This is an optimization exercise on Yosys and OpenROAD, whose aim is small area and a short achievable clock period, not a production implementation.
Where RTL was checked, it was by simulation tests only, not by an equivalence proof against the original.

==> trial 29: inputs <==
## pifo_pop_collector_top
module pifo_pop_collector_top (
  input  logic        i_clk,
  input  logic        i_arst_n,
  input  logic [3:0]  i_pop_req,
  input  logic [7:0]  i_pop_req_tree_id,
  input  logic [3:0]  i_is_level0_pop,
  input  logic [7:0]  i_tree_id,
  input  logic [63:0] i_pop_data,
  output logic        o_valid,
  input  logic        i_ready,
  output logic [1:0]  o_tree_id,
  output logic [15:0] o_data,
  output logic        o_empty_pop,
  output logic [4:0]  o_count,
  output logic [31:0] o_outstanding,
  output logic        o_overflow,
  output logic        o_unexpected,
  input  logic        i_clr_err
);
export LEC_CHECK = 0
export CAP_MARGIN = 20
export CORE_MARGIN = 2
export CORE_UTILIZATION = 65
export CTS_BUF_LIST = sky130_fd_sc_hd__clkbuf_4 sky130_fd_sc_hd__clkbuf_8
export GPL_TIMING_DRIVEN = 0
export SETUP_SLACK_MARGIN = 3.4
export SLEW_MARGIN = 20
export SYNTH_HIERARCHICAL = 1
export SYNTH_MINIMUM_KEEP_SIZE = 0
create_clock -name core_clock -period 7.0 [get_ports {i_clk}]
standard.sh (not shown) runs the stock make flow with config.mk's settings and CLKGATE_MAP_FILE= SYNTH_SCRIPT=/design/flow/synth_recipe.tcl, a recipe that flattens the netlist after the stock synthesis.
==> flow/flow/run.sh <==
#!/bin/bash
set -euo pipefail
export BUFFER_PORTS_ARGS="-buffer_cell sky130_fd_sc_hd__buf_2"
bash standard.sh > standard_flow.log 2>&1
==> inputs of trial 75, as changes to trial 29 <==
--- a/flow/design.v
+++ b/flow/design.v
@@ -13,28 +13,37 @@
 module pifo_nand2 (
   input  logic a, b,
   output logic y
 );
   assign y = ~(a & b);
 endmodule
-module pifo_ohmux16 (
-  input  logic [15:0] s,
-  input  logic [15:0] d,
+module pifo_tog (
+  input  logic h, up, u, dn, d,
+  output logic y
+);
+  assign y = h ^ ((up & u) | (dn & d));
+endmodule
+module pifo_ohmux20 (
+  input  logic [19:0] s,
+  input  logic [19:0] d,
   output logic        y
 );
-  logic [5:0] n;
-  logic [1:0] o;
+  logic [7:0] n;
+  logic [2:0] o;
   pifo_aoi222 u0 (.a0(s[0]),  .b0(d[0]),  .a1(s[1]),  .b1(d[1]),  .a2(s[2]),  .b2(d[2]),  .y(n[0]));
   pifo_aoi222 u1 (.a0(s[3]),  .b0(d[3]),  .a1(s[4]),  .b1(d[4]),  .a2(s[5]),  .b2(d[5]),  .y(n[1]));
   pifo_aoi222 u2 (.a0(s[6]),  .b0(d[6]),  .a1(s[7]),  .b1(d[7]),  .a2(s[8]),  .b2(d[8]),  .y(n[2]));
   pifo_aoi222 u3 (.a0(s[9]),  .b0(d[9]),  .a1(s[10]), .b1(d[10]), .a2(s[11]), .b2(d[11]), .y(n[3]));
   pifo_aoi222 u4 (.a0(s[12]), .b0(d[12]), .a1(s[13]), .b1(d[13]), .a2(s[14]), .b2(d[14]), .y(n[4]));
-  pifo_nand2  u5 (.a(s[15]), .b(d[15]), .y(n[5]));
+  pifo_aoi222 u5 (.a0(s[15]), .b0(d[15]), .a1(s[16]), .b1(d[16]), .a2(s[17]), .b2(d[17]), .y(n[5]));
+  pifo_nand2  u6 (.a(s[18]), .b(d[18]), .y(n[6]));
+  pifo_nand2  u7 (.a(s[19]), .b(d[19]), .y(n[7]));
   pifo_nand3  v0 (.a(n[0]), .b(n[1]), .c(n[2]), .y(o[0]));
   pifo_nand3  v1 (.a(n[3]), .b(n[4]), .c(n[5]), .y(o[1]));
-  assign y = o[0] | o[1];
+  assign o[2] = ~(n[6] & n[7]);
+  assign y = |o;
 endmodule
 module pifo_ohmux4 (
   input  logic [3:0] s,
   input  logic [3:0] d,
   output logic       y
 );
@@ -73,12 +82,13 @@
   localparam int NB = 4;                     
   localparam int HB = CNTW - 2;              
   logic [EW-1:0]     r_mem [0:DEPTH-1];
   logic [EW-1:0]     r_head;
   logic              r_head_ones;
   logic [AW-1:0]     r_rd_ptr;
+  logic [AW-1:0]     r_wr_ptr;    
   logic [AW:0]       r_count;
   logic              r_valid;
   logic [CNTW-1:0]   r_outstanding [0:TREE_NUM-1];
   logic              r_overflow;
   logic              r_unexpected;
   logic [3:0]        p;
@@ -90,13 +100,13 @@
   logic [NB:1]       w_room_ge;            
   logic [NB:1]       w_acc_ge;             
   logic              w_drop;
   logic [EW-1:0]     w_bank_d [0:NB-1];
   logic [DEPTH-1:0]  w_wen;
   logic [EW-1:0]     w_lane_d [0:NB-1];
-  assign w_wr_ptr = r_rd_ptr + r_count[AW-1:0];
+  assign w_wr_ptr = r_wr_ptr;
   always_comb begin
     for (int e = 0; e < DEPTH; e++) w_wr_oh[e] = (w_wr_ptr == AW'(e));
     for (int l = 0; l < NB; l++) w_lane_d[l] = {i_tree_id[l], i_pop_data[l]};
   end
   always_comb begin
     w_rank_oh[0] = 4'b0001;
@@ -133,71 +143,82 @@
         .s (w_bsel[b]),
         .d ({w_lane_d[3][i], w_lane_d[2][i], w_lane_d[1][i], w_lane_d[0][i]}),
         .y (w_bank_d[b][i])
       );
     end
   end
+  logic [NB-1:0]     w_wen_g [0:DEPTH-1];
   always_comb begin
-    for (int e = 0; e < DEPTH; e++) begin
-      w_wen[e] = 1'b0;
+    for (int e = 0; e < DEPTH; e++)
       for (int k = 0; k < NB; k++)
-        w_wen[e] = w_wen[e] | (w_wr_oh[(e - k + DEPTH) % DEPTH] & w_acc_ge[k+1]);
-    end
+        w_wen_g[e][k] = w_wr_oh[(e - k + DEPTH) % DEPTH] & w_room_ge[k+1];
+  end
+  for (genvar e = 0; e < DEPTH; e++) begin : g_wen
+    pifo_ohmux4 u_wen (.s(w_wen_g[e]), .d(w_pop_ge), .y(w_wen[e]));
   end
   always_ff @(posedge i_clk) begin
     for (int e = 0; e < DEPTH; e++)
       if (w_wen[e]) r_mem[e] <= w_bank_d[e % NB];
   end
   logic              w_fire;
   logic [DEPTH-1:0]  w_nx_oh;
-  logic [EW-1:0]     w_next;
-  logic [EW-1:0]     w_first;
-  logic              w_first_ones;
   logic [NB-1:0]     w_first_sel;
   logic              w_cnt0, w_cnt1, w_cnt_ge2;
   assign w_fire    = r_valid & i_ready;
   assign w_cnt0    = (r_count == '0);
   assign w_cnt1    = (r_count == (AW+1)'(1));
   assign w_cnt_ge2 = ~w_cnt0 & ~w_cnt1;
   always_comb begin
     for (int e = 0; e < DEPTH; e++) w_nx_oh[e] = (r_rd_ptr == AW'((e - 1 + DEPTH) % DEPTH));
     w_first_sel  = {~p[0] & ~p[1] & ~p[2], ~p[0] & ~p[1] & p[2], ~p[0] & p[1], p[0]};
-    w_first_ones = 1'b0;
-    for (int l = 0; l < NB; l++)
-      w_first_ones = w_first_ones | (w_first_sel[l] & (&i_pop_data[l]));
   end
+  logic [19:0]       w_head_sel;
+  logic [EW-1:0]     w_head_d;
+  assign w_head_sel = {w_first_sel & {NB{~w_cnt_ge2}}, w_nx_oh & {DEPTH{w_cnt_ge2}}};
   for (genvar i = 0; i < EW; i++) begin : g_head_bit
     logic [DEPTH-1:0] col;
     for (genvar e = 0; e < DEPTH; e++) begin : g_col
       assign col[e] = r_mem[e][i];
     end
-    pifo_ohmux16 u_next (.s(w_nx_oh), .d(col), .y(w_next[i]));
-    pifo_ohmux4  u_first (
-      .s (w_first_sel),
-      .d ({w_lane_d[3][i], w_lane_d[2][i], w_lane_d[1][i], w_lane_d[0][i]}),
-      .y (w_first[i])
+    pifo_ohmux20 u_head (
+      .s (w_head_sel),
+      .d ({w_lane_d[3][i], w_lane_d[2][i], w_lane_d[1][i], w_lane_d[0][i], col}),
+      .y (w_head_d[i])
     );
   end
   always_ff @(posedge i_clk) begin
     if (w_fire | w_cnt0) begin
-      r_head      <= w_cnt_ge2 ? w_next : w_first;
-      r_head_ones <= w_cnt_ge2 ? (&w_next[DW-1:0]) : w_first_ones;
+      r_head      <= w_head_d;
+      r_head_ones <= &w_head_d[DW-1:0];
     end
   end
   logic [CNTW-1:0]   w_out_nxt [0:TREE_NUM-1];
   logic              w_unexp;
+  logic [TREE_NUM-1:0] w_up, w_dn;
+  logic [HB-1:0]     w_tog_u [0:TREE_NUM-1];   
+  logic [HB-1:0]     w_tog_d [0:TREE_NUM-1];   
+  for (genvar t = 0; t < TREE_NUM; t++) begin : g_cnt
+    for (genvar i = 0; i < HB; i++) begin : g_bit
+      pifo_tog u_tog (
+        .h  (r_outstanding[t][i+2]),
+        .up (w_up[t]), .u (w_tog_u[t][i]),
+        .dn (w_dn[t]), .d (w_tog_d[t][i]),
+        .y  (w_out_nxt[t][i+2])
+      );
+    end
+  end
   function automatic logic [1:0] fa(input logic a, input logic b, input logic c);
     fa = {(a & b) | (a & c) | (b & c), a ^ b ^ c};
   endfunction
   always_comb begin
     w_unexp = 1'b0;
     for (int t = 0; t < TREE_NUM; t++) begin
       logic [3:0]    inc, ndec;
       logic [1:0]    f1, f2, f3, f4, f5, f6;
       logic          up, dn;      
-      logic [HB-1:0] hi, tog;
+      logic [HB-1:0] hi;
       logic          all1, all0;
       logic          hi_max, hi_zero;
       for (int l = 0; l < NB; l++) begin
         inc[l]  = i_pop_req[l] & (i_pop_req_tree_id[l] == TREE_NUM_BITS'(t));
         ndec[l] = ~(p[l] & (i_tree_id[l] == TREE_NUM_BITS'(t)));
       end
@@ -209,21 +230,23 @@
       f6 = fa(f5[0], f4[1], r_outstanding[t][1]);     
       up = f5[1] & f6[1];
       dn = ~f5[1] & ~f6[1];
       hi      = r_outstanding[t][CNTW-1:2];
       hi_max  = &hi;
       hi_zero = ~|hi;
-      all1 = 1'b1;
-      all0 = 1'b1;
+      all1 = ~hi_max;
+      all0 = ~hi_zero;
       for (int i = 0; i < HB; i++) begin
-        tog[i] = (up & ~hi_max & all1) | (dn & ~hi_zero & all0);
+        w_tog_u[t][i] = all1;
+        w_tog_d[t][i] = all0;
         all1   = all1 & hi[i];
         all0   = all0 & ~hi[i];
       end
-      w_out_nxt[t][CNTW-1:2] = hi ^ tog;
-      w_out_nxt[t][1:0]      = (up & hi_max) ? 2'b11 : (dn & hi_zero) ? 2'b00 : {f6[0], f4[0]};
+      w_up[t] = up;
+      w_dn[t] = dn;
+      w_out_nxt[t][1:0] = (up & hi_max) ? 2'b11 : (dn & hi_zero) ? 2'b00 : {f6[0], f4[0]};
       w_unexp = w_unexp | (dn & hi_zero);
     end
   end
   logic [AW:0]       w_count_nxt;
   logic              w_valid_nxt;
   always_comb begin
@@ -258,23 +281,53 @@
       tog[i] = (up & all1) | (dn & all0);
       all1   = all1 & hi[i];
       all0   = all0 & ~hi[i];
     end
     w_count_nxt = {hi ^ tog, lo};
   end
+  logic [AW-1:0]     w_wr_nxt;
+  always_comb begin
+    logic [NB+1:0] acc_t;
+    logic [NB:0]   a_oh;          
+    logic [3:0]    lo_oh;
+    logic [1:0]    lo;
+    logic          cy;
+    logic [AW-3:0] hi, tog;
+    logic          all1;
+    acc_t = {1'b0, w_acc_ge, 1'b1};
+    for (int j = 0; j <= NB; j++) a_oh[j] = acc_t[j] & ~acc_t[j+1];
+    for (int o = 0; o < 4; o++) lo_oh[o] = (r_wr_ptr[1:0] == 2'(o));
+    lo = '0;
+    cy = 1'b0;
+    for (int o = 0; o < 4; o++)
+      for (int j = 0; j <= NB; j++) begin
+        if (o + j >= 4)             cy    = cy    | (lo_oh[o] & a_oh[j]);
+        if (((o + j) % 4) % 2 == 1) lo[0] = lo[0] | (lo_oh[o] & a_oh[j]);
+        if (((o + j) % 4) >= 2)     lo[1] = lo[1] | (lo_oh[o] & a_oh[j]);
+      end
+    hi   = r_wr_ptr[AW-1:2];
+    all1 = 1'b1;
+    for (int i = 0; i < AW - 2; i++) begin
+      tog[i] = cy & all1;
+      all1   = all1 & hi[i];
+    end
+    w_wr_nxt = {hi ^ tog, lo};
+  end
   assign w_valid_nxt = w_acc_ge[1] | w_cnt_ge2 | (w_cnt1 & ~i_ready);
   always_ff @(posedge i_clk or negedge i_arst_n) begin
     if (!i_arst_n) begin
       r_rd_ptr     <= '0;
+      r_wr_ptr     <= '0;
       r_count      <= '0;
       r_valid      <= 1'b0;
       r_overflow   <= 1'b0;
       r_unexpected <= 1'b0;
       for (int t = 0; t < TREE_NUM; t++) r_outstanding[t] <= '0;
     end else begin
       if (w_fire) r_rd_ptr <= r_rd_ptr + AW'(1);
+      r_wr_ptr <= w_wr_nxt;
       r_count <= w_count_nxt;
       r_valid <= w_valid_nxt;
       for (int t = 0; t < TREE_NUM; t++) r_outstanding[t] <= w_out_nxt[t];
       r_overflow   <= w_drop  | (r_overflow   & ~i_clr_err);
       r_unexpected <= w_unexp | (r_unexpected & ~i_clr_err);
     end
==> inputs of build 17, as changes to trial 29 <==
--- a/flow/design.v
+++ b/flow/design.v
@@ -13,28 +13,31 @@
 module pifo_nand2 (
   input  logic a, b,
   output logic y
 );
   assign y = ~(a & b);
 endmodule
-module pifo_ohmux16 (
-  input  logic [15:0] s,
-  input  logic [15:0] d,
+module pifo_ohmux20 (
+  input  logic [19:0] s,
+  input  logic [19:0] d,
   output logic        y
 );
-  logic [5:0] n;
-  logic [1:0] o;
+  logic [7:0] n;
+  logic [2:0] o;
   pifo_aoi222 u0 (.a0(s[0]),  .b0(d[0]),  .a1(s[1]),  .b1(d[1]),  .a2(s[2]),  .b2(d[2]),  .y(n[0]));
   pifo_aoi222 u1 (.a0(s[3]),  .b0(d[3]),  .a1(s[4]),  .b1(d[4]),  .a2(s[5]),  .b2(d[5]),  .y(n[1]));
   pifo_aoi222 u2 (.a0(s[6]),  .b0(d[6]),  .a1(s[7]),  .b1(d[7]),  .a2(s[8]),  .b2(d[8]),  .y(n[2]));
   pifo_aoi222 u3 (.a0(s[9]),  .b0(d[9]),  .a1(s[10]), .b1(d[10]), .a2(s[11]), .b2(d[11]), .y(n[3]));
   pifo_aoi222 u4 (.a0(s[12]), .b0(d[12]), .a1(s[13]), .b1(d[13]), .a2(s[14]), .b2(d[14]), .y(n[4]));
-  pifo_nand2  u5 (.a(s[15]), .b(d[15]), .y(n[5]));
+  pifo_aoi222 u5 (.a0(s[15]), .b0(d[15]), .a1(s[16]), .b1(d[16]), .a2(s[17]), .b2(d[17]), .y(n[5]));
+  pifo_nand2  u6 (.a(s[18]), .b(d[18]), .y(n[6]));
+  pifo_nand2  u7 (.a(s[19]), .b(d[19]), .y(n[7]));
   pifo_nand3  v0 (.a(n[0]), .b(n[1]), .c(n[2]), .y(o[0]));
   pifo_nand3  v1 (.a(n[3]), .b(n[4]), .c(n[5]), .y(o[1]));
-  assign y = o[0] | o[1];
+  assign o[2] = ~(n[6] & n[7]);
+  assign y = |o;
 endmodule
 module pifo_ohmux4 (
   input  logic [3:0] s,
   input  logic [3:0] d,
   output logic       y
 );
@@ -133,57 +136,55 @@
         .s (w_bsel[b]),
         .d ({w_lane_d[3][i], w_lane_d[2][i], w_lane_d[1][i], w_lane_d[0][i]}),
         .y (w_bank_d[b][i])
       );
     end
   end
+  logic [NB-1:0]     w_wen_g [0:DEPTH-1];
   always_comb begin
-    for (int e = 0; e < DEPTH; e++) begin
-      w_wen[e] = 1'b0;
+    for (int e = 0; e < DEPTH; e++)
       for (int k = 0; k < NB; k++)
-        w_wen[e] = w_wen[e] | (w_wr_oh[(e - k + DEPTH) % DEPTH] & w_acc_ge[k+1]);
-    end
+        w_wen_g[e][k] = w_wr_oh[(e - k + DEPTH) % DEPTH] & w_room_ge[k+1];
+  end
+  for (genvar e = 0; e < DEPTH; e++) begin : g_wen
+    pifo_ohmux4 u_wen (.s(w_wen_g[e]), .d(w_pop_ge), .y(w_wen[e]));
   end
   always_ff @(posedge i_clk) begin
     for (int e = 0; e < DEPTH; e++)
       if (w_wen[e]) r_mem[e] <= w_bank_d[e % NB];
   end
   logic              w_fire;
   logic [DEPTH-1:0]  w_nx_oh;
-  logic [EW-1:0]     w_next;
-  logic [EW-1:0]     w_first;
-  logic              w_first_ones;
   logic [NB-1:0]     w_first_sel;
   logic              w_cnt0, w_cnt1, w_cnt_ge2;
   assign w_fire    = r_valid & i_ready;
   assign w_cnt0    = (r_count == '0);
   assign w_cnt1    = (r_count == (AW+1)'(1));
   assign w_cnt_ge2 = ~w_cnt0 & ~w_cnt1;
   always_comb begin
     for (int e = 0; e < DEPTH; e++) w_nx_oh[e] = (r_rd_ptr == AW'((e - 1 + DEPTH) % DEPTH));
     w_first_sel  = {~p[0] & ~p[1] & ~p[2], ~p[0] & ~p[1] & p[2], ~p[0] & p[1], p[0]};
-    w_first_ones = 1'b0;
-    for (int l = 0; l < NB; l++)
-      w_first_ones = w_first_ones | (w_first_sel[l] & (&i_pop_data[l]));
   end
+  logic [19:0]       w_head_sel;
+  logic [EW-1:0]     w_head_d;
+  assign w_head_sel = {w_first_sel & {NB{~w_cnt_ge2}}, w_nx_oh & {DEPTH{w_cnt_ge2}}};
   for (genvar i = 0; i < EW; i++) begin : g_head_bit
     logic [DEPTH-1:0] col;
     for (genvar e = 0; e < DEPTH; e++) begin : g_col
       assign col[e] = r_mem[e][i];
     end
-    pifo_ohmux16 u_next (.s(w_nx_oh), .d(col), .y(w_next[i]));
-    pifo_ohmux4  u_first (
-      .s (w_first_sel),
-      .d ({w_lane_d[3][i], w_lane_d[2][i], w_lane_d[1][i], w_lane_d[0][i]}),
-      .y (w_first[i])
+    pifo_ohmux20 u_head (
+      .s (w_head_sel),
+      .d ({w_lane_d[3][i], w_lane_d[2][i], w_lane_d[1][i], w_lane_d[0][i], col}),
+      .y (w_head_d[i])
     );
   end
   always_ff @(posedge i_clk) begin
     if (w_fire | w_cnt0) begin
-      r_head      <= w_cnt_ge2 ? w_next : w_first;
-      r_head_ones <= w_cnt_ge2 ? (&w_next[DW-1:0]) : w_first_ones;
+      r_head      <= w_head_d;
+      r_head_ones <= &w_head_d[DW-1:0];
     end
   end
   logic [CNTW-1:0]   w_out_nxt [0:TREE_NUM-1];
   logic              w_unexp;
   function automatic logic [1:0] fa(input logic a, input logic b, input logic c);
     fa = {(a & b) | (a & c) | (b & c), a ^ b ^ c};
==> impl_metrics.toml <==
[global_routing]
grt_usage = 0.424
grt_antenna_before_repair = 3

[cells_and_area]
multi_input_area_um2 = 6880

[logic_synthesis]
muxShareOfSynthArea = 0.00302
yosysTopAreaCellShare = 0.543
syn_inst = 1339

[run_status]
status = "finished clean"

[worst_setup_path]
cp.buffers_inverters = 1
Source of the figures above: build 17

==> impl_metrics.toml <==
[worst_setup_path]
cp.buffers_inverters = 4

[run_status]
status = "finished clean"

[global_routing]
grt_antenna_before_repair = 1

[logic_synthesis]
yosysTopAreaCellShare = 0.530
syn_inst = 1384
muxShareOfSynthArea = 0.00345

[cells_and_area]
multi_input_area_um2 = 7010
Source of the figures above: trial 75

==> impl_metrics.toml <==
[run_status]
status = "finished clean"

[worst_setup_path]
worstSetupPathType = "in -> reg"
cp.buffers_inverters = 3

[pwr]
seq_power_share = 0.345

[logic_synthesis]
syn_inst = 1254
muxShareOfSynthArea = 0.0204
yosysTopAreaCellShare = 0.555

[global_routing]
grt_usage = 0.429
grt_antenna_before_repair = 1

[cells_and_area]
multi_input_area_um2 = 6570
Source of the figures above: trial 29

Only the layout flow was run in trial 75 and build 17; the RTL was not checked for function there.

==> afterwards: timing with drivers on the ports <==
The results above use ideal ports. As a check the final layouts listed here were re-extracted and re-timed, cells and wires unchanged. Step 1 (the two cells are an assumption about what drives the block):
set clk [get_ports {i_clk}]
set_driving_cell -lib_cell sky130_fd_sc_hd__clkbuf_16 $clk
set_driving_cell -lib_cell sky130_fd_sc_hd__buf_2 [delete_from_list [all_inputs] $clk]
Step 2 also shifts input and output timing later by t, the mid clock arrival at the registers, as if the neighbouring blocks saw the same clock. a / b / c = no drivers / after step 1 / after step 2; a / b = the first two.
| run | t (ns) | slack for setup (ns) | hold WS [ns] | worst setup path after step 2 | pins driven straight from the clock port |
|---|---|---|---|---|---|
| trial 29 | 0.631 | 3.343 / 3.276 / 2.644 | 0.525 / 0.525 / 0.525 | input to register | 1 |
| trial 75 | 0.651 | 3.404 / 3.419 / 2.779 | 0.513 / 0.513 / 0.513 | input to register | 1 |
| build 17 | 0.655 | 3.399 / 3.399 / 2.846 | 0.518 / 0.518 / 0.518 | input to register | 1 |
After both steps every run listed still meets setup and hold. The setup slack of trial 29, which loses most, moves by -0.067 ns with the drivers and by -0.699 ns with both steps.
